What follows belongs to an exercise in optimizing a design on an open flow for a short achievable clock period and few clock cycles; a production flow would make more cautious choices. Function was checked by simulation only, so behaviour that the tests miss may differ from the original. No activity file was given, so power comes from the tool's default toggle rates.

==> flow/design.v (excerpt) <==
module cpu18_top (
	input logic clk,
	input logic rst_n,
	output cpu18_pkg::rom_req_t rom_req,
	output logic rom_req_valid,
	input logic rom_req_ready,
	input logic [cpu18_pkg::DATA_W-1:0] rom_data,
	input logic rom_data_valid,
	output logic rom_data_ready,
	output logic [cpu18_pkg::DATA_W-1:0] out_data,
	output logic out_valid,
	input logic out_ready,
	output logic q,
	output logic idle
);
For scale: about 10000 cells after synthesis, ~170000 um^2 of cells after synthesis.
==> flow/config.mk <==
export PLATFORM = sky130hd
export DESIGN_NAME = cpu18_top
export DESIGN_NICKNAME = cpu18_top
export VERILOG_FILES = /design/flow/design.v
export SDC_FILE = /design/flow/constraint.sdc
export NUM_CORES = 4
export LEC_CHECK = 0
export ABC_CLOCK_PERIOD_IN_PS = 3000
export CAP_MARGIN = 40
export CORE_MARGIN = 2
export CORE_UTILIZATION = 30
export SLEW_MARGIN = 30
==> flow/constraint.sdc <==
create_clock -name core_clock -period 10.0 [get_ports {clk}]
set_input_delay 2.0000 -clock core_clock [delete_from_list [all_inputs] [get_ports {clk}]]
set_output_delay 2.0000 -clock core_clock [all_outputs]
set_load 0.01 [all_outputs]
standard.sh (not shown) runs the stock make flow with config.mk's settings and CLKGATE_MAP_FILE= SYNTH_SCRIPT=/design/flow/synth_recipe.tcl, a recipe that flattens the netlist after the stock synthesis.
==> flow/flow/run.sh <==
#!/bin/bash
# Standard ORFS layout, with timing repair aimed past the clock period:
# repair_timing works until every path has SETUP_SLACK_MARGIN of slack,
# and may resize cells to any footprint.
set -euo pipefail
bash standard.sh SETUP_SLACK_MARGIN=6.5 MATCH_CELL_FOOTPRINT=0 finish > standard.log 2>&1
The baseline produced a clean layout.
Testbench counts at the start, summed over its fixed seeds: cycles 81,498.
Rerun with:
--- a/flow/design.v
+++ b/flow/design.v
@@ -445,28 +445,19 @@
 			sb_a <= rm_val;
 			sb_d <= d;
 			sb_q <= qf;
 		end
 	end
 	logic pop;
 	assign pop = ov0 && out_ready;
 	assign out_valid = ov0;
 	assign out_data = od0[7:0];
-	logic q_r;
-	logic ov0_n, od0q_n, qf_n;
-	assign q = q_r;
-	assign ov0_n = pop ? (ov1 || push) : (ov0 || push);
-	assign od0q_n = pop ? (ov1 ? od1[8] : push ? sb_q : od0[8]) : ((!ov0 && push) ? sb_q : od0[8]);
-	assign qf_n = q_we ? n[0] : qf;
-	always_ff @(posedge clk) begin
-		if (!rst_n) q_r <= 1'b0;
-		else q_r <= ov0_n ? od0q_n : qf_n;
-	end
+	assign q = ov0 ? od0[8] : qf;
 	always_ff @(posedge clk) begin
 		if (!rst_n) begin
 			ov0 <= 1'b0;
 			ov1 <= 1'b0;
 		end else begin
 			if (pop) begin
 				ov0 <= ov1 || push;
 				ov1 <= ov1 && push;
 				if (ov1) od0 <= od1;
@@ -512,24 +503,18 @@
 					(clen == 2'd1) ? (qcnt == 4'(i + 1)) : (qcnt == 4'(i + 2))))
 				qb_nx[i] = enq_byte;
 			if (c_two && (!consume ? (qcnt == 4'(i - 1)) :
 					(clen == 2'd1) ? (qcnt == 4'(i)) : (qcnt == 4'(i + 1))))
 				qb_nx[i] = cb1;
 			if (bhit && i == 0) qb_nx[i] = cbb0;
 			if (bhit && i == 1) qb_nx[i] = cbb1;
 		end
 	end
-	logic [2:0] lc_0, lc_up, lc_dn, sk_0, sk_up;
-	assign lc_0 = ans_enq ? lcnt - 3'd1 : lcnt;
-	assign lc_up = ans_enq ? lcnt : lcnt + 3'd1;
-	assign lc_dn = ans_enq ? lcnt - 3'd2 : lcnt - 3'd1;
-	assign sk_0 = ans_drop ? skip - 3'd1 : skip;
-	assign sk_up = ans_drop ? skip : skip + 3'd1;
 	always_ff @(posedge clk) begin
 		if (!rst_n) begin
 			pc <= '0;
 			p <= '0;
 			x <= '0;
 			d <= '0;
 			df <= 1'b0;
 			qf <= 1'b0;
 			ph <= PH_EXEC;
@@ -611,19 +596,19 @@
 				end
 			end else if (redirect) begin
 				rfix <= 1'b1;
 				rq_v <= 1'b0;
 				lcnt <= '0;
 				qcnt <= '0;
 				skip <= ocnt_nx;
 				ibv <= 1'b0;
 			end else begin
-				lcnt <= ld_inst ? lc_up : (spec && c_take) ? lc_dn : lc_0;
+				lcnt <= lcnt + {2'b00, ld_inst} - {2'b00, ans_enq} - {2'b00, spec && c_take};
 				if (ans_enq) aaddr <= aaddr + 16'd1;
 				else if (ld_inst && lcnt == 3'd0) aaddr <= fpc;
 				if (c_take) fpc <= la_nx;
 				else if (spec) fpc <= ld_inst ? la2 : la1;    
 				else if (ld_inst || int_fetch) fpc <= la1;
 				if (spec && c_take) begin
 					if (!accept) rq_v <= 1'b0;
 				end
 				if (ld_data) begin
@@ -633,19 +618,19 @@
 				end else if (ld_inst) begin
 					rq_v <= 1'b1;
 					rq_a <= spec ? la1[14:0] : fpc[14:0];
 					rq_dat <= 1'b0;
 				end else if (slot_free || exec_idl) begin
 					rq_v <= 1'b0;
 				end
 				ibv <= int_fetch;
 				qcnt <= qcnt_nx;
-				skip <= (spec && c_take && accept) ? sk_up : sk_0;
+				skip <= skip - {2'b00, ans_drop} + {2'b00, spec && c_take && accept};
 			end
 		end
 	end
 	always_ff @(posedge clk) begin
 		for (int i = 0; i < QN; i++) qb[i] <= qb_nx[i];
 		if (go_mem) maddr <= rm_val;
 		else if (pre_ok) maddr <= pre_val;
 		if (ans_data) mrd <= rom_data;
 		else if (in_mem) mrd <= m_ram ? ram_rd : 8'h00;
Outcome:
- The changed run ran to the end with no violations
- total power shrinks by about 2.7%
- wire length goes down by 2.1%
- count of clock-buffer cells in the layout went up by 14
- worst setup slack loses 0.16 ns
- synthesized area goes down by 0.54%
- maximum frequency is lower by about 3.7%
- combinational power drops by about 4%
Testbench counts after the change, summed over its fixed seeds: cycles 81,498.

## what the ideal ports hide
The results above use ideal ports. As a check the final layouts listed here were re-extracted and re-timed, cells and wires unchanged.
Step 1 sets driving cells, clkbuf_16 on the clock port and buf_2 on the other inputs (assumed; they add their load-dependent delay and slew).
Step 2, shift: input delay + t, output delay - t, t = (earliest + latest rising clock arrival at the registers) / 2. This alone moves slack from input paths to output paths.
Slacks: ideal / step 1 / step 2; pairs: ideal / step 1.
run	t (ns)	setup WS [ns]	hold WS [ns]	worst data-port slew with drivers (ns)	cell pins on the clock port's net
the first run	1.124	5.903 / 5.903 / 4.831	0.457 / 0.457 / 0.457	0.27	1
the second run	1.106	5.745 / 5.745 / 5.030	0.469 / 0.469 / 0.469	0.15	1
After both steps every run listed still meets setup and hold. The setup slack of the first run, which loses most, moves by 0.000 ns with the drivers and by -1.072 ns with both steps.
